Source: an optimization exercise on an open RTL-to-GDS flow (aim: small area, a short achievable clock period and few clock cycles per item). Production flows keep margins and buffers that such runs may drop. The RTL was checked by simulation tests, not by an equivalence proof against the original design. Power and IR drop assume default switching activity.

==> flow/design.v, too long to show whole: its modules and the start of the top module <==
// module tc_fa: 10 lines
// module tc_aoi21: 8 lines
// module tc_oai21: 8 lines
// module tc_mux2: 8 lines
// module tc_dot_product: 2922 lines
module tc_dot_product #(
    parameter int shape_k    = SHAPE_K_DEF,
    parameter int in_width   = IN_WIDTH_DEF,
    parameter int depth_warp = DEPTH_WARP_DEF,
    parameter int fifo_depth = FIFO_DEPTH_DEF
) (
    input  logic                          clk,
    input  logic                          reset_i,
    input  logic [shape_k*in_width-1:0]   a_i,
    input  logic [shape_k*in_width-1:0]   b_i,
    input  logic [C_WIDTH-1:0]            c_i,
    input  tc_pkg::tc_op_e                        op_i,
    input  logic [IDXW_WIDTH-1:0]         ctrl_reg_idxw_i,
    input  logic [depth_warp-1:0]         ctrl_warpid_i,
    input  logic                          in_valid_i,
    input  logic                          out_ready_i,
    output logic                          in_ready_o,
    output logic                          out_valid_o,
    output logic [C_WIDTH-1:0]            result_o,
    output logic                          ovf_o,
    output logic [IDXW_WIDTH-1:0]         ctrl_reg_idxw_o,
    output logic [depth_warp-1:0]         ctrl_warpid_o
);
  // ...
==> flow/flow/run.sh <==
#!/bin/bash
# Layout flow: the standard flow unchanged, except that the port buffers
# are sky130_fd_sc_hd__buf_1 instead of the default delay-style buffer.
export BUFFER_PORTS_ARGS="-buffer_cell sky130_fd_sc_hd__buf_1"
bash standard.sh > standard.log 2>&1
==> flow/standard.sh <==
#!/bin/bash
# synth_recipe.tcl (not shown) runs the flow's synth.tcl, then flattens the netlist and writes it again
# the make line also repeats each setting of config.mk as NAME=value (left out here)
make -C /OpenROAD-flow-scripts/flow DESIGN_CONFIG=/design/flow/config.mk WORK_HOME=/design/flow/orfs CLKGATE_MAP_FILE= SYNTH_SCRIPT=/design/flow/synth_recipe.tcl "${@:-finish}"
==> flow/config.mk <==
export PLATFORM = sky130hd
export DESIGN_NAME = tc_dot_product
export DESIGN_NICKNAME = tc_dot_product
export VERILOG_FILES = /design/flow/design.v
export SDC_FILE = /design/flow/constraint.sdc
export NUM_CORES = 4
export LEC_CHECK = 0
export CAP_MARGIN = 20
export CORE_MARGIN = 2
export CORE_UTILIZATION = 40
export SETUP_SLACK_MARGIN = 2.6
export SLEW_MARGIN = 20
export SYNTH_HIERARCHICAL = 1
export SYNTH_MINIMUM_KEEP_SIZE = 0
==> flow/constraint.sdc <==
create_clock -name core_clock -period 5.5 [get_ports {clk}]
set_input_delay 1.1000 -clock core_clock [delete_from_list [all_inputs] [get_ports {clk}]]
set_output_delay 1.1000 -clock core_clock [all_outputs]
set_load 0.01 [all_outputs]
==> impl_metrics.json, run 1 <==
{
  "synth_simple_gate_area_share_pct": 9.13,
  "combPwrFrac_pct": 64.4,
  "power_frac_clock_pct": 11.9,
  "placed_cell_area_sq_um": 25500,
  "coreArea_sq_um": 58000,
  "seq_area_frac_synth_pct": 38.3,
  "pg_clk_uw": 2330,
  "diodes": 1,
  "layout_commonest_cell": "nand2_1",
  "die_area_sq_um": 60900,
  "post-route-drc-count": 0,
  "dp_hpwl_mm": 55.9,
  "wire_per_inst_um": 24.7,
  "use_met1_pct": 28.5,
  "outcome": "finished clean",
  "hp-class": "register to register",
  "postRouteAntennaNets": 0,
  "avgSynthCellArea_sq_um": 13.2,
  "setup_viol": 0,
  "crit_cells": 6,
  "syn_area_sq_um": 23600,
  "dr_wl_met3_mm": 3.66,
  "synth_top_family_by_area": "adder cells",
  "ys_types": 34,
  "synth_flop_cell": "edfxtp_1",
  "multiInputCombCellCount": 1239,
  "crit_arrival_ps": 3340,
  "grt_overflow": 0,
  "wl_mm": 66.5,
  "rsz0062_at_grt": "yes",
  "yosysMostFrequentCell": "nand2_1",
  "powerComb_uw": 12600,
  "well_tap_count": 765,
  "ys_warn_count": 9,
  "yosys.area_share.adder_pct": 43.8
}
Testbench counts, summed over its fixed seeds: cycles 3,224, items 3,200.
==> inputs of run 2 (changes only) <==
==> flow/flow/run.sh (replaced) <==
#!/bin/bash
# Layout flow: the standard flow unchanged, except that the port buffers
# are sky130_fd_sc_hd__buf_2 instead of the default delay-style buffer.
export BUFFER_PORTS_ARGS="-buffer_cell sky130_fd_sc_hd__buf_2"
bash standard.sh > standard.log 2>&1
--- a/flow/config.mk
+++ b/flow/config.mk
@@ -10,2 +10,3 @@
 export CORE_UTILIZATION = 40
+export CTS_BUF_LIST = sky130_fd_sc_hd__clkbuf_4 sky130_fd_sc_hd__clkbuf_8
 export SETUP_SLACK_MARGIN = 2.6
==> impl_metrics.json, run 2 <==
{
  "power_density_nw_per_um2": 697,
  "stdcell_count": 2721,
  "skew_ps": 40.0,
  "layout_common_cells": "nand2_1 (430), fa_1 (376), edfxtp_1 (299)",
  "grt_pass1_wl_mm": 99.2,
  "required_ps": 5880,
  "cp_common_cell": "fa_2",
  "synth_compound_area_share_pct": 2.04,
  "yosysMostFrequentCell": "nand2_1",
  "post-route-drc-count": 0,
  "cap_violations": 0,
  "vias": 13800,
  "ys_types": 34,
  "fp.dieH_um": 247,
  "io_pins": 190,
  "share_seq_of_total_power_pct": 24.6,
  "ys_warn_count": 9,
  "netSwitchingFraction_pct": 42.9,
  "grt_pass1_vias": 15700,
  "cts_tree": "built",
  "drive_above_1_share_pct": 29.9,
  "first_iter_violations": 888,
  "fmax_ghz": 0.329,
  "viasPerCell": 5.06,
  "synth_top_area_share_pct": 42.0,
  "cts_hold_buf": 0,
  "maxSlewHeadroom_pct": 29.9,
  "async_flop_share_pct": 0,
  "crit_path_max_fanout": 10,
  "netlist_top_cells_area": "fa_1 (42%), edfxtp_1 (38%), nand2_1 (8.6%)",
  "avgSynthCellArea_sq_um": 13.2,
  "dr.pass1.iters": 5,
  "cts_root_buf": "clkbuf_8",
  "final_nets": 2598,
  "crit_arrival_ps": 3420,
  "critPathTopFamily": "adder cells",
  "p_leak_uw": 0.00982,
  "start_kind": "register",
  "combPwrFrac_pct": 64.2,
  "coreArea_sq_um": 58000,
  "die_x_um": 247,
  "placed_cell_area_sq_um": 25700,
  "port_buffers": 189,
  "p_sw_uw": 8140,
  "crit_path_max_incr_delay_ps": 570,
  "regMostFlops": "t1_q",
  "synthCells": 1782,
  "synth.top_cells.by_count": "nand2_1 (538), fa_1 (495), edfxtp_1 (299)",
  "outcome": "finished clean",
  "htreeDepth": 2,
  "power_frac_clock_pct": 11.2,
  "postRouteAntennaNets": 0,
  "synth_edf_count": 299,
  "wl_mm": 66.6,
  "hp-class": "register to register",
  "initial_core_util_pct": 40.6,
  "reg_top3": "t1_q (178), t2_q (67), idxw_q (24)",
  "yosys.area_share.adder_pct": 43.8,
  "cp_num_buf_inv": 1,
  "cts_sinks": 302,
  "critPathKind": "register to register",
  "synth_simple_gate_area_share_pct": 9.13,
  "numCtsBuffers": 53,
  "synth_top_area_cell": "fa_1",
  "post-route-min-period_ps": 3040,
  "hold_slack_ps": 416,
  "clk_pin_slew_ps": 60,
  "irDropWorstVdd_mv": 0.682,
  "crit_slowest_cell": "fa_2",
  "rows": 88,
  "die_area_sq_um": 60900,
  "synth_top_family_by_area": "adder cells",
  "rsz0062_at_grt": "yes",
  "fillers": 5073,
  "yosys.area_share.xor_xnor_pct": 2.45,
  "dp_hpwl_mm": 56.1,
  "wire_per_inst_um": 24.5,
  "gp_congestion": 0.944,
  "fin_tns_setup_ps": 0,
  "setup_viol": 0,
  "grt_max_degree": 192,
  "worst_pin_slew_ps": 1050,
  "layout_commonest_cell": "nand2_1",
  "slew_violations": 0,
  "cp-end-kind": "register",
  "seq_area_frac_synth_pct": 38.3,
  "hold_viol": 0,
  "synthMuxAreaShare_pct": 0.212,
  "synth_flop_cell": "edfxtp_1",
  "globalRouteTotalUtil_pct": 22.7,
  "multiInputGateArea_sq_um": 14600,
  "power.total_uw": 19000,
  "largest_reg_flops": 178,
  "syn_to_final_growth_pct": 15.5,
  "period_share_pct": 55.3,
  "power.internal_uw": 10800,
  "worstPathCellList": "buf_12 > xor2_2 > fa_2 > fa_2 > fa_1 > fa_2",
  "final_area_sq_um": 27200,
  "dp_cells": 2607,
  "cts.path.max_buffers": 3,
  "clock_latency_ps": 680,
  "ys_ff_latch": 302,
  "regArea_sq_um": 9040,
  "antenna_found_initial": 3,
  "syn_area_sq_um": 23600,
  "grt_overflow": 0
}
## run 2: through the flow
| stage | setup WS [ps] | util (%) |
|---|---|---|
| 2_1_floorplan | 1170 | - |
| 3_3_place_gp | 2050 | 44.3 |
| 3_5_place_dp | 1960 | 44.3 |
| 4_1_cts | 2520 | 46.7 |
| 5_1_grt | 2390 | 46.9 |
| 6_report | 2460 | 46.9 |
## run 2: final timing paths
| path | start | endpoint | slack [ps] | cells after the start |
|---|---|---|---|---|
| setup / recovery | sgn_q[0] | t2_q[39] | 2460 | 6 |
| hold / removal | t1_q[0] | t2_q[0] | 420 | 0 |
| setup reg to reg | sgn_q[0] | t2_q[39] | 2460 | 6 |
| hold reg to reg | t1_q[0] | t2_q[0] | 420 | 0 |
## run 2: final cells by class
type / count / area share [%]
multi-input cells: 1238 / 53.8
flip-flops and latches: 302 / 33.2
repair buffers: 206 / 4.06
well taps: 765 / 3.52
clock buffers: 65 / 3.03
inverters: 108 / 1.49
clock inverters: 32 / 0.859
diodes: 5 / 0.0460
## run 2: Yosys stat by module, one instance, submodules excluded
module / flip-flops and latches / cells
tc_dot_product: 302 / 1237
tc_fa: 0 / 1
tc_mux2: 0 / 1
tc_aoi21: 0 / 1
tc_oai21: 0 / 1
## run 2: power groups by stage
| stage | clock [uW] | combinational (uW) | sequential (uW) |
|---|---|---|---|
| 6_report | 2130 | 12200 | 4670 |
| 5_1_grt | 2280 | 13500 | 4760 |
| 4_1_cts | 2190 | 11900 | 4680 |
| 3_5_place_dp | 0 | 10500 | 4730 |
| 3_3_place_gp | 0 | 10100 | 4710 |
| 2_1_floorplan | 0 | 7540 | 4560 |
## run 2: cells by family (layout without fill, tap and decap cells)
kind of cell / Yosys count / count (layout)
AND/OR/NAND/NOR: 563 / 563
XOR/XNOR: 66 / 66
buffers and inverters: 244 / 411
flip-flops: 302 / 302
AO/OA/AOI/OAI: 72 / 72
other: 2 / 9
multiplexers: 4 / 4
adder cells (fa/ha/maj): 529 / 529
## run 2: timing repair
item / in CTS / in global routing
setup buffers: 9 / 3
endpoints found under the setup margin: 53 / 24
endpoints found under the hold margin: 0 / 0
resized for setup: 42 / 22
pin swaps: 9 / 11
## run 2: metal layers
layer | wire length [um] | global-route usage, %
met1 | 26500 | 28.2
met2 | 34300 | 40.1
met3 | 3860 | 4.12
met4 | 2000 | 7.67
met5 | 0 | 0
==> inputs of run 3 (changes only) <==
--- a/flow/config.mk
+++ b/flow/config.mk
@@ -10,3 +10,2 @@
 export CORE_UTILIZATION = 40
-export CTS_BUF_LIST = sky130_fd_sc_hd__clkbuf_4 sky130_fd_sc_hd__clkbuf_8
 export SETUP_SLACK_MARGIN = 2.6
@@ -15 +14,2 @@
 export SYNTH_MINIMUM_KEEP_SIZE = 0
+export TNS_END_PERCENT = 10
==> impl_metrics.json, run 3 <==
{
  "crit_arrival_ps": 3280,
  "fillers": 5117,
  "p_leak_uw": 0.00964,
  "avgSynthCellArea_sq_um": 13.2,
  "multiInputGateArea_sq_um": 13900,
  "required_ps": 5780,
  "htreeDepth": 2,
  "netSwitchingFraction_pct": 41.9,
  "vias": 13800,
  "globalRouteTotalUtil_pct": 22.6,
  "ys_warn_count": 9,
  "antenna_found_initial": 2,
  "cap_violations": 0,
  "final_area_sq_um": 26500,
  "largest_reg_flops": 178,
  "cp-end-kind": "register",
  "rows": 88,
  "grt_pass1_vias": 15800,
  "async_flop_share_pct": 0,
  "seq_area_frac_synth_pct": 38.3,
  "final_nets": 2581,
  "grt_max_degree": 163,
  "fmax_ghz": 0.333,
  "wire_per_inst_um": 24.6,
  "cts_hold_buf": 0,
  "placed_cell_area_sq_um": 25000,
  "yosysMostFrequentCell": "nand2_1",
  "regArea_sq_um": 9040,
  "grt_overflow": 0,
  "post-route-min-period_ps": 3010,
  "regMostFlops": "t1_q",
  "postRouteAntennaNets": 0,
  "drive_above_1_share_pct": 17.1,
  "layout_common_cells": "nand2_1 (532), fa_1 (491), edfxtp_1 (299)",
  "synth_flop_cell": "edfxtp_1",
  "rsz0062_at_grt": "yes",
  "grt_pass1_wl_mm": 99.1,
  "fp.dieH_um": 247,
  "skew_ps": 19.4,
  "setup_viol": 0,
  "critPathKind": "register to register",
  "initial_core_util_pct": 40.6,
  "reg_top3": "t1_q (178), t2_q (67), idxw_q (24)",
  "p_sw_uw": 7910,
  "outcome": "finished clean",
  "netlist_top_cells_area": "fa_1 (42%), edfxtp_1 (38%), nand2_1 (8.6%)",
  "power.internal_uw": 11000,
  "dp_hpwl_mm": 56.1,
  "hold_viol": 0,
  "hp-class": "register to register",
  "numCtsBuffers": 35,
  "clock_latency_ps": 540,
  "synth_top_area_share_pct": 42.0,
  "irDropWorstVdd_mv": 0.670,
  "power_frac_clock_pct": 12.5,
  "synth_top_area_cell": "fa_1",
  "power_density_nw_per_um2": 712,
  "power.total_uw": 18900,
  "combPwrFrac_pct": 62.8,
  "coreArea_sq_um": 58000,
  "clk_pin_slew_ps": 60,
  "slew_violations": 0,
  "period_share_pct": 54.7,
  "fin_tns_setup_ps": 0,
  "die_x_um": 247,
  "ys_types": 34,
  "cts_sinks": 302,
  "worst_pin_slew_ps": 1010,
  "port_buffers": 189,
  "hold_slack_ps": 415,
  "post-route-drc-count": 0,
  "dr.pass1.iters": 5,
  "crit_path_max_fanout": 11,
  "synthCells": 1782,
  "share_seq_of_total_power_pct": 24.7,
  "cts_tree": "built",
  "syn_area_sq_um": 23600,
  "first_iter_violations": 896,
  "start_kind": "register",
  "ys_ff_latch": 302,
  "dp_cells": 2606,
  "wl_mm": 66.1,
  "synth_edf_count": 299,
  "gp_congestion": 0.938,
  "maxSlewHeadroom_pct": 32.9,
  "syn_to_final_growth_pct": 12.5,
  "stdcell_count": 2681,
  "io_pins": 190,
  "cts_root_buf": "clkbuf_16",
  "synth.top_cells.by_count": "nand2_1 (538), fa_1 (495), edfxtp_1 (299)",
  "cts.path.max_buffers": 3,
  "die_area_sq_um": 60900,
  "layout_commonest_cell": "nand2_1",
  "viasPerCell": 5.15
}
[run 3: cell counts after synthesis]
No cell type changed its count.
[run 3: layer usage]
layer  wire, um  global-route usage (%)
met3       4010                    4.28
met1      25800                    27.8
met5          7                       0
met2      33900                    39.7
met4       2350                    7.80
[run 3: worst max-delay path, stage by stage, from the launching register on]
cell and delay [ps]:
edfxtp_1 440, buf_12 190, xor2_2 180, fa_2 570, fa_1 450, fa_1 520
fa_1 410
[run 3: cell families (layout without fill, tap and decap cells)]
kind of cell / after synthesis / in the layout / synth area share, %
buffers and inverters: 244 / 375 / 3.94
muxes: 4 / 4 / 0.212
xor gates and xnor gates: 66 / 66 / 2.45
adders and majority gates: 529 / 529 / 43.8
DFF: 302 / 302 / 38.3
AOI/OAI and AO/OA: 72 / 72 / 2.04
other: 2 / 5 / 0.0319
and+or+nand+nor: 563 / 563 / 9.13
[run 3: final timing paths]
| path | start | endpoint | slack (ps) | cells past startpoint |
|---|---|---|---|---|
| worst max-delay path | sgn_q[0] | t2_q[39] | 2490 | 6 |
| worst min register to register | t1_q[4] | t2_q[4] | 410 | 0 |
| worst min-delay path | t1_q[4] | t2_q[4] | 410 | 0 |
| worst max register to register | sgn_q[0] | t2_q[39] | 2490 | 6 |
[run 3: what timing repair did]
item                                    CTS  global route
gates resized for setup                   7            43
pin swaps                                 0            12
buffers inserted                          4            10
gates cloned                              0             0
endpoints found under the setup margin   52            28
[run 3: layout make-up]
| cell class | instances | area share [%] |
|---|---|---|
| sequential | 302 | 34.1 |
| clock buffer | 41 | 3.55 |
| inverter | 108 | 1.53 |
| multi-input combinational | 1238 | 52.3 |
| timing repair buffer | 207 | 4.20 |
| antenna | 1 | 0.00943 |
| clock inverter | 19 | 0.778 |
| tap | 765 | 3.61 |
[run 3: stage by stage]
stage | utilization (%) | worst slack, ps
floorplan | - | 1170
finish | 45.7 | 2490
detailed placement | 43.1 | 2040
global placement | 43.1 | 2090
CTS | 45.2 | 2340
global route | 45.7 | 2400
[run 3: Yosys stat by module, one instance, submodules excluded]
module          area, sq um  flops+latches  times used
tc_fa                  20.0              0         495
tc_dot_product        13300            302           1
tc_aoi21               8.76              0          27
tc_oai21               5.00              0          21
tc_mux2                15.0              0           2
[run 3: power groups by stage]
stage          clock network [uW]  logic [uW]  registers [uW]
3_3_place_gp                    0       10200            4700
2_1_floorplan                   0        7350            4560
6_report                     2370       11900            4670
4_1_cts                      2420       10500            4680
3_5_place_dp                    0       10400            4730
5_1_grt                      2510       13200            4760
==> inputs of run 4 (changes only) <==
--- a/flow/config.mk
+++ b/flow/config.mk
@@ -14,2 +14 @@
 export SYNTH_MINIMUM_KEEP_SIZE = 0
-export TNS_END_PERCENT = 10
==> impl_metrics.json, run 4 <==
{
  "async_flop_share_pct": 0,
  "cts_hold_buf": 0,
  "irDropWorstVdd_mv": 0.674,
  "avgSynthCellArea_sq_um": 13.2,
  "ys_types": 34,
  "initial_core_util_pct": 40.6,
  "io_pins": 190,
  "post-route-drc-count": 0,
  "maxSlewHeadroom_pct": 20.6,
  "viasPerCell": 5.11,
  "required_ps": 5780,
  "wl_mm": 66.4,
  "die_area_sq_um": 60900,
  "clk_pin_slew_ps": 60,
  "ys_ff_latch": 302,
  "slew_violations": 0,
  "cap_violations": 0,
  "cts_sinks": 302,
  "reg_top3": "t1_q (178), t2_q (67), idxw_q (24)",
  "synth_top_area_cell": "fa_1",
  "first_iter_violations": 803,
  "skew_ps": 16.6,
  "rows": 88,
  "seq_area_frac_synth_pct": 38.3,
  "critPathKind": "register to register",
  "dp_hpwl_mm": 56.1,
  "synth_edf_count": 299,
  "fp.dieH_um": 247,
  "hold_viol": 0,
  "globalRouteTotalUtil_pct": 22.6,
  "start_kind": "register",
  "grt_max_degree": 192,
  "syn_to_final_growth_pct": 15.4,
  "critPathTopFamily": "adder cells",
  "cp_common_cell": "fa_2",
  "placed_cell_area_sq_um": 25700,
  "cp_num_buf_inv": 1,
  "layout_common_cells": "nand2_1 (432), fa_1 (378), edfxtp_1 (299)",
  "hold_slack_ps": 416,
  "drive_above_1_share_pct": 28.4,
  "postRouteAntennaNets": 0,
  "antenna_found_initial": 1,
  "dp_cells": 2607,
  "period_share_pct": 55.0,
  "cts_root_buf": "clkbuf_16",
  "wire_per_inst_um": 24.8,
  "htreeDepth": 2,
  "p_leak_uw": 0.00980,
  "final_nets": 2580,
  "post-route-min-period_ps": 3020,
  "dr.pass1.iters": 5,
  "synth_flop_cell": "edfxtp_1",
  "final_area_sq_um": 27200,
  "die_x_um": 247,
  "fin_tns_setup_ps": 0,
  "rsz0062_at_grt": "yes",
  "cts_tree": "built",
  "setup_viol": 0,
  "vias": 13700,
  "reg2reg_from": "sgn_q[0]",
  "fmax_ghz": 0.331,
  "hp-class": "register to register",
  "worstPathCellList": "buf_12 > xor2_2 > fa_2 > fa_2 > fa_1 > fa_2",
  "grt_pass1_vias": 15500,
  "synth.top_cells.by_count": "nand2_1 (538), fa_1 (495), edfxtp_1 (299)",
  "synth_top_area_share_pct": 42.0,
  "yosysMostFrequentCell": "nand2_1",
  "power_density_nw_per_um2": 699,
  "ys_warn_count": 9,
  "worst_pin_slew_ps": 1190,
  "syn_area_sq_um": 23600,
  "coreArea_sq_um": 58000,
  "synthCells": 1782,
  "crit_path_max_incr_delay_ps": 570,
  "clock_latency_ps": 550,
  "regMostFlops": "t1_q",
  "crit_arrival_ps": 3310,
  "crit_slowest_cell": "fa_2",
  "layout_commonest_cell": "nand2_1",
  "crit_path_start": "sgn_q[0]",
  "grt_overflow": 0,
  "gp_congestion": 0.944,
  "numCtsBuffers": 35,
  "min-delay-start": "t1_q[0]",
  "outcome": "finished clean",
  "crit_path_max_fanout": 10,
  "grt_pass1_wl_mm": 98.9,
  "port_buffers": 189,
  "largest_reg_flops": 178,
  "cts.path.max_buffers": 3,
  "cp-end-kind": "register",
  "stdcell_count": 2682,
  "netlist_top_cells_area": "fa_1 (42%), edfxtp_1 (38%), nand2_1 (8.6%)"
}
run 4: changes by cell type in the layout (fill, tap and decap cells not counted), sizes merged:
cell      previous run  this run
clkinvlp             5         0
inv                108       112
clkinv              10        13
buf                207       206
bufinv               4         3
diode                1         2
run 4: metrics by stage:
stage	total power [uW]	worst slack (ps)	utilization [%]
6_report	19000	2480	46.9
5_1_grt	20600	2410	46.9
4_1_cts	18800	2510	46.7
3_5_place_dp	15200	1960	44.3
3_3_place_gp	14800	2050	44.3
2_1_floorplan	12100	1170	-
run 4: Yosys stat by module (local to each module, per instance):
module          cell area (sq um)  times used
tc_aoi21                     8.76          27
tc_mux2                      15.0           2
tc_fa                        20.0         495
tc_dot_product              13300           1
tc_oai21                     5.00          21
run 4: cell families after synthesis:
| kind of cell | Yosys count | synth area share (%) |
|---|---|---|
| compound gates | 72 | 2.04 |
| xor+xnor | 66 | 2.45 |
| fa+ha+maj | 529 | 43.8 |
| buf+inv | 244 | 3.94 |
| flops | 302 | 38.3 |
| mux | 4 | 0.212 |
| other cells | 2 | 0.0319 |
| simple gates | 563 | 9.13 |
run 4: repair_timing:
action / 4_1_cts / 5_1_grt
buffers inserted: 7 / 5
pin swaps: 13 / 16
endpoints found under the setup margin: 53 / 22
resized for setup: 40 / 17
run 4: worst register-to-register path, stage by stage, from the launching register on:
cell,delay [ps]
edfxtp_1,440
buf_12,190
xor2_2,190
fa_2,570
fa_2,440
fa_1,510
fa_2,430
run 4: power by group:
| group | leakage (uW) | internal (uW) | switching (uW) | total [uW] |
|---|---|---|---|---|
| clock network | 0.000529 | 1310 | 956 | 2270 |
| logic | 0.00623 | 5430 | 6650 | 12100 |
| registers | 0.00304 | 4230 | 441 | 4670 |
run 4: layer usage:
metal / vias to the layer above / part of all wire [%] / global-route usage (%) / wire, um
met5: - / 0 / 0 / 0
met4: 0 / 2.9 / 6.70 / 1900
met3: 113 / 5.3 / 3.55 / 3520
met2: 452 / 52 / 40.0 / 34300
met1: 7365 / 40 / 28.8 / 26800
li1: 5788 / - / - / -
run 4: cell type report:
type | instances | area [sq um]
multi-input cells | 1238 | 14600
flip-flops and latches | 302 | 9040
well taps | 765 | 957
repair buffers | 206 | 1110
fillers | 5048 | 30800
clock buffers | 41 | 898
inverters | 108 | 405
clock inverters | 20 | 183
diodes | 2 | 5.00
run 4: final timing paths:
check	slack (ps)	endpoint	depth (start not counted)
setup / recovery	2480	t2_q[39]	6
hold / removal	420	t2_q[0]	0
setup reg to reg	2480	t2_q[39]	6
hold reg to reg	420	t2_q[0]	0
==> inputs of run 5 (changes only) <==
--- a/flow/config.mk
+++ b/flow/config.mk
@@ -14 +14,2 @@
 export SYNTH_MINIMUM_KEEP_SIZE = 0
+export TNS_END_PERCENT = 3
==> impl_metrics.json, run 5 <==
{
  "outcome": "finished clean",
  "regMostFlops": "t1_q",
  "grt_pass1_wl_mm": 99.0,
  "reg_top3": "t1_q (178), t2_q (67), idxw_q (24)",
  "multiInputGateArea_sq_um": 13800,
  "numCtsBuffers": 35,
  "synth_compound_area_share_pct": 2.04,
  "power_frac_clock_pct": 13.0,
  "synthMuxAreaShare_pct": 0.212,
  "wl_mm": 65.8,
  "regArea_sq_um": 9040,
  "clock_latency_ps": 540,
  "skew_ps": 19.3,
  "synth_edf_count": 299,
  "maxSlewHeadroom_pct": 32.7,
  "cap_violations": 0,
  "cts_root_buf": "clkbuf_16",
  "initial_core_util_pct": 40.6,
  "port_buffers": 189,
  "share_seq_of_total_power_pct": 25.6,
  "dr.pass1.iters": 7,
  "async_flop_share_pct": 0,
  "synth.top_cells.by_count": "nand2_1 (538), fa_1 (495), edfxtp_1 (299)",
  "crit_arrival_ps": 3290,
  "largest_reg_flops": 178,
  "worst_pin_slew_ps": 1010,
  "cts_sinks": 302,
  "grt_pass1_vias": 15800,
  "final_nets": 2572,
  "synth_top_area_share_pct": 42.0,
  "coreArea_sq_um": 58000,
  "r2r-end": "neg_q",
  "combPwrFrac_pct": 61.5,
  "viasPerCell": 5.14,
  "required_ps": 5790,
  "synth_top_area_cell": "fa_1",
  "avgSynthCellArea_sq_um": 13.2,
  "critPathTopFamily": "adder cells",
  "synth_top_family_by_area": "adder cells",
  "synthCells": 1782,
  "grt_overflow": 0,
  "fp.dieH_um": 247,
  "drive_above_1_share_pct": 16.2,
  "post-route-drc-count": 0,
  "yosys.area_share.xor_xnor_pct": 2.45,
  "crit_path_max_fanout": 4,
  "crit_path_max_incr_delay_ps": 500,
  "cp_common_cell": "fa_1",
  "gp_congestion": 0.938,
  "p_leak_uw": 0.00959,
  "reg2reg_from": "t2_q[44]",
  "layout_commonest_cell": "nand2_1",
  "synth_flop_cell": "edfxtp_1",
  "grt_max_degree": 163,
  "netSwitchingFraction_pct": 42.1,
  "vias": 13700,
  "die_area_sq_um": 60900,
  "critPathKind": "register to register",
  "antenna_found_initial": 2,
  "irDropWorstVdd_mv": 0.658,
  "postRouteAntennaNets": 0,
  "p_sw_uw": 7680,
  "cp_num_buf_inv": 2,
  "yosys.area_share.adder_pct": 43.8,
  "ys_ff_latch": 302,
  "io_pins": 190,
  "synth_simple_gate_area_share_pct": 9.13,
  "setup_viol": 0,
  "syn_to_final_growth_pct": 12.0,
  "wire_per_inst_um": 24.6,
  "seq_area_frac_synth_pct": 38.3,
  "fin_tns_setup_ps": 0,
  "htreeDepth": 2,
  "cts_hold_buf": 0,
  "hold_viol": 0,
  "r2r_cells": 10,
  "hold_end": "t2_q[4]",
  "post-route-min-period_ps": 3010,
  "hold_slack_ps": 416,
  "slew_violations": 0,
  "clk_pin_slew_ps": 60,
  "min-delay-start": "t1_q[4]",
  "layout_common_cells": "nand2_1 (535), fa_1 (493), edfxtp_1 (299)",
  "fmax_ghz": 0.332,
  "dp_hpwl_mm": 56.1,
  "r2r_setup_slack_ps": 2490,
  "crit_slowest_cell": "fa_1",
  "hold_depth": 0,
  "yosysMostFrequentCell": "nand2_1",
  "cts_tree": "built",
  "first_iter_violations": 846,
  "cp-end-kind": "register",
  "netlist_top_cells_area": "fa_1 (42%), edfxtp_1 (38%), nand2_1 (8.6%)",
  "worstPathCellList": "fa_1 > fa_1 > inv_1 > ha_1 > nand2_1 > nor2_2 > buf_4 > a21oi_2 > o21ai_4 > mux2_4",
  "rsz0062_at_grt": "yes",
  "ys_warn_count": 9,
  "syn_area_sq_um": 23600,
  "period_share_pct": 54.7,
  "ys_types": 34,
  "power_density_nw_per_um2": 691,
  "fillers": 5128,
  "rows": 88,
  "hp-class": "register to register",
  "die_x_um": 247,
  "power.internal_uw": 10600,
  "cts.path.max_buffers": 3,
  "start_kind": "register",
  "globalRouteTotalUtil_pct": 22.5
}
==> run 5: cell counts after synthesis <==
No cell type changed its count.
==> run 5: power groups by stage <==
stage	Combinational (uW)	Clock, uW	Sequential [uW]
2_1_floorplan	7350	0	4560
3_3_place_gp	10200	0	4700
3_5_place_dp	10400	0	4730
4_1_cts	10500	2420	4680
5_1_grt	12600	2510	4760
6_report	11200	2370	4660
==> run 5: per-stage QoR <==
stage	power, uW	setup slack [ps]	utilization, %	instance area [sq um]	cells
after CTS	17600	2340	45.1	26200	2668
final	18200	2490	45.5	26400	2672
after global routing	19800	2370	45.5	26400	2671
after global placement	14900	2090	43.1	25000	2606
after detailed placement	15200	2040	43.1	25000	2606
after floorplan	11900	1170	-	23600	1784
==> run 5: cell families after synthesis <==
| kind of cell | Yosys count |
|---|---|
| and+or+nand+nor | 563 |
| adders and majority gates | 529 |
| DFF | 302 |
| buffers and inverters | 244 |
| AOI/OAI and AO/OA | 72 |
| xor gates and xnor gates | 66 |
| muxes | 4 |
| other | 2 |
==> run 5: metal layers <==
metal / GRT usage (%) / up-vias / part of all wire [%] / wire [um]
met2: 39.7 / 479 / 51 / 33700
met1: 27.8 / 7335 / 39 / 25900
li1: - / 5770 / - / -
met5: 0 / - / 0.011 / 7
met4: 7.80 / 2 / 3.5 / 2310
met3: 4.28 / 147 / 5.8 / 3850
==> run 5: worst max path at each step <==
stage | slack (ps) | endpoint | start | cells past startpoint
final | 2490 | neg_q | t2_q[44] | 10
after global routing | 2370 | neg_q | t2_q[16] | 9
after CTS | 2340 | neg_q | t2_q[24] | 9
after detailed placement | 2040 | t2_q[39] | sgn_q[0] | 5
after global placement | 2090 | t2_q[39] | sgn_q[0] | 5
after floorplan | 1170 | in_ready_o | out_ready_i | 1
==> run 5: worst reg2reg max path: cells and delay by family (launching register included) <==
kind	cells	cell delay, ps
buffers and inverters	2	170
flip-flops	1	390
AND/OR/NAND/NOR	2	220
adder cells (fa/ha/maj)	3	1340
multiplexers	1	310
AO/OA/AOI/OAI	2	310
==> run 5: repair_timing <==
item | CTS | global route
gates resized for setup | 3 | 30
gates cloned | 0 | 0
pin swaps | 0 | 4
buffers inserted | 2 | 3
endpoints found under the setup margin | 52 | 43
==> run 5: area by class of cell <==
class | count | area share [%]
antenna | 1 | 0.00948
clock buffer | 41 | 3.56
clock inverter | 19 | 0.782
inverter | 108 | 1.54
multi-input combinational | 1238 | 52.3
sequential | 302 | 34.2
tap | 765 | 3.63
timing repair buffer | 198 | 3.95
==> run 5: modules after synthesis, one instance, submodules excluded <==
module          flip-flops and latches  cells inside  area, sq um
tc_aoi21                             0             1         8.76
tc_dot_product                     302          1237        13300
tc_fa                                0             1         20.0
tc_mux2                              0             1         15.0
tc_oai21                             0             1         5.00
==> inputs of run 6 (changes only) <==
--- a/flow/config.mk
+++ b/flow/config.mk
@@ -10,3 +10,3 @@
 export CORE_UTILIZATION = 40
-export SETUP_SLACK_MARGIN = 2.6
+export SETUP_SLACK_MARGIN = 2.8
 export SLEW_MARGIN = 20
@@ -14,2 +14 @@
 export SYNTH_MINIMUM_KEEP_SIZE = 0
-export TNS_END_PERCENT = 3
==> impl_metrics.json, run 6 <==
{
  "outcome": "finished clean",
  "skew_ps": 12.1,
  "htreeDepth": 2,
  "wl_mm": 67.7,
  "gp_congestion": 0.952,
  "cts_sinks": 302,
  "irDropWorstVdd_mv": 0.778,
  "post-route-drc-count": 0,
  "yosysMostFrequentCell": "nand2_1",
  "ys_warn_count": 9,
  "synth_top_area_cell": "fa_1",
  "seq_area_frac_synth_pct": 38.3,
  "hold_viol": 0,
  "min-delay-start": "idxw_q[1][5]",
  "synth_top_area_share_pct": 42.0,
  "power_frac_clock_pct": 10.7,
  "combPwrFrac_pct": 67.6,
  "final_area_sq_um": 28300,
  "clock_latency_ps": 550,
  "hold_depth": 0,
  "wire_per_inst_um": 25.0,
  "r2r_cells": 6,
  "diodes": 0,
  "slew_violations": 0,
  "worstPathCellList": "buf_12 > xor2_2 > fa_1 > fa_2 > fa_2 > fa_2",
  "setup_slack_ps": 2400,
  "cap_violations": 0,
  "power_density_nw_per_um2": 763,
  "postRouteAntennaNets": 0,
  "required_ps": 5780,
  "fmax_ghz": 0.322,
  "io_pins": 190,
  "share_seq_of_total_power_pct": 21.7,
  "netlist_top_cells_area": "fa_1 (42%), edfxtp_1 (38%), nand2_1 (8.6%)",
  "hold_slack_ps": 418,
  "period_share_pct": 56.4,
  "drive_above_1_share_pct": 32.9,
  "crit_path_max_fanout": 6,
  "r2r-end": "t2_q[35]",
  "rows": 88,
  "power.internal_uw": 12500,
  "crit_arrival_ps": 3380,
  "grt_pass1_wl_mm": 100,
  "syn_to_final_growth_pct": 20.0,
  "dpl_worst_slack_ps": 2060,
  "grt_max_degree": 192,
  "cp_common_cell": "fa_2",
  "syn_area_sq_um": 23600,
  "die_x_um": 247,
  "dr.pass1.iters": 5,
  "netSwitchingFraction_pct": 42.3,
  "reg2reg_from": "sgn_q[0]",
  "avgSynthCellArea_sq_um": 13.2,
  "fin_tns_setup_ps": 0,
  "synthMuxAreaShare_pct": 0.212,
  "synth_top_family_by_area": "adder cells",
  "fp.dieH_um": 247,
  "r2r_setup_slack_ps": 2400,
  "dp_hpwl_mm": 56.1,
  "p_sw_uw": 9130,
  "cp-end-kind": "register",
  "synthCells": 1782,
  "async_flop_share_pct": 0,
  "critPathKind": "register to register",
  "setup_viol": 0,
  "antenna_found_initial": 1,
  "ys_ff_latch": 302,
  "fillers": 4936,
  "cts_root_buf": "clkbuf_16",
  "regMostFlops": "t1_q",
  "p_leak_uw": 0.0102,
  "hp-class": "register to register",
  "ys_types": 34,
  "layout_commonest_cell": "nand2_1",
  "synth_simple_gate_area_share_pct": 9.13,
  "initial_core_util_pct": 40.6,
  "layout_common_cells": "nand2_1 (418), fa_1 (367), edfxtp_1 (299)",
  "hold_end": "idxw_q[2][5]",
  "synth_edf_count": 299,
  "cts.path.max_buffers": 3,
  "grt_pass1_vias": 15800,
  "largest_reg_flops": 178,
  "multiInputGateArea_sq_um": 15100,
  "rsz0062_at_grt": "yes",
  "yosys.area_share.xor_xnor_pct": 2.45,
  "placed_cell_area_sq_um": 25700,
  "synth_compound_area_share_pct": 2.04,
  "cts_tree": "built",
  "yosys.area_share.adder_pct": 43.8,
  "reg_top3": "t1_q (178), t2_q (67), idxw_q (24)",
  "final_nets": 2608,
  "start_kind": "register",
  "worst_pin_slew_ps": 1150,
  "crit_slowest_cell": "fa_2",
  "power.total_uw": 21600,
  "viasPerCell": 5.11,
  "numCtsBuffers": 37,
  "synth_flop_cell": "edfxtp_1",
  "crit_path_max_incr_delay_ps": 550,
  "port_buffers": 189,
  "first_iter_violations": 800,
  "clk_pin_slew_ps": 60,
  "globalRouteTotalUtil_pct": 23.0,
  "die_area_sq_um": 60900,
  "post-route-min-period_ps": 3100,
  "maxSlewHeadroom_pct": 23.4,
  "vias": 13900,
  "regArea_sq_um": 9040,
  "synth.top_cells.by_count": "nand2_1 (538), fa_1 (495), edfxtp_1 (299)",
  "grt_overflow": 0,
  "coreArea_sq_um": 58000
}
-- run 6: cell counts after synthesis --
Identical to the previous run, type by type.
-- run 6: per-module statistics from Yosys (local to each module, per instance) --
module / cells inside / area (sq um) / flip-flops and latches
tc_oai21: 1 / 5.00 / 0
tc_aoi21: 1 / 8.76 / 0
tc_dot_product: 1237 / 13300 / 302
tc_mux2: 1 / 15.0 / 0
tc_fa: 1 / 20.0 / 0
-- run 6: what timing repair did --
| action | in CTS | in global routing |
|---|---|---|
| endpoints found under the setup margin | 93 | 96 |
| buffers inserted | 25 | 13 |
| pin swaps | 48 | 47 |
| gates resized for setup | 174 | 142 |
| hold buffers | 0 | 0 |
-- run 6: through the flow --
step,util [%],std cells
4_1_cts,47.6,2697
2_1_floorplan,-,1784
5_1_grt,48.7,2710
3_5_place_dp,44.3,2607
3_3_place_gp,44.3,2607
6_report,48.7,2710
-- run 6: how the worst max path moves through the flow --
stage	from	to	slack [ps]	cells past startpoint
after floorplan	out_ready_i	in_ready_o	1170	1
after global placement	a_i[29]	t1_q[117]	2140	5
after detailed placement	t2_q[32]	ovf_o	2060	9
after CTS	sgn_q[0]	t2_q[39]	2330	6
after global routing	sgn_q[0]	t2_q[47]	2340	8
final	sgn_q[0]	t2_q[35]	2400	6
-- run 6: layout make-up --
class | count | share of cell area [%]
Tap cell | 765 | 3.38
Inverter | 108 | 1.43
Timing Repair Buffer | 232 | 5.92
Sequential cell | 302 | 32.0
Clock inverter | 21 | 0.434
Multi-Input combinational cell | 1238 | 53.4
Clock buffer | 44 | 3.52
-- run 6: critical path, delay by kind of cell (launching register included) --
family                     cells  cell delay [ps]
adders and majority gates      4             1980
DFF                            1              470
buffers and inverters          1              200
xor gates and xnor gates       1              180
-- run 6: power groups by stage --
stage	Clock, uW	Sequential [uW]	Combinational, uW
global placement	0	4690	10400
floorplan	0	4560	7540
detailed placement	0	4720	10700
global route	2450	4770	16100
finish	2300	4680	14600
CTS	2370	4670	13100
-- run 6: per-layer routing --
metal / track usage, % / wire [um]
met1: 28.7 / 26100
met2: 41.1 / 35400
met3: 4.12 / 4380
met4: 5.99 / 1810
met5: 0 / 13
-- run 6: logic make-up (layout without fill, tap and decap cells) --
group | after synthesis | in the layout
AND/OR/NAND/NOR | 563 | 563
adder cells (fa/ha/maj) | 529 | 529
flip-flops | 302 | 302
buffers and inverters | 244 | 405
AO/OA/AOI/OAI | 72 | 72
XOR/XNOR | 66 | 66
multiplexers | 4 | 4
other | 2 | 4

## separate check: timing with driven ports
In the flow no input, the clock included, has a driving cell. The finished layouts below were timed again as built, in two steps. Step 1 assumes that a clkbuf_16 drives the clock port and a buf_2 every other input. Step 2 also shifts input and output timing later by t, the mid clock arrival at the registers, as if the neighbouring blocks saw the same clock. Slacks: ideal ports / drivers / drivers and shift; pairs: ideal ports / drivers.
run	t (ns)	setup slack, ns	worst setup path at the end	worst data-port slew with drivers (ns)
run 1	0.601	2.445 / 2.445 / 2.062	input to register	0.06
run 2	0.708	2.459 / 2.459 / 2.055	input to register	0.07
run 3	0.587	2.494 / 2.494 / 2.067	input to register	0.07
run 4	0.589	2.475 / 2.475 / 2.068	input to register	0.07
run 5	0.584	2.492 / 2.492 / 2.046	input to register	0.07
run 6	0.595	2.399 / 2.399 / 2.184	input to register	0.07
After both steps every run listed still meets setup and hold. For run 5, which loses most, drivers alone change the setup slack by 0.000 ns; drivers and shift together by -0.446 ns.
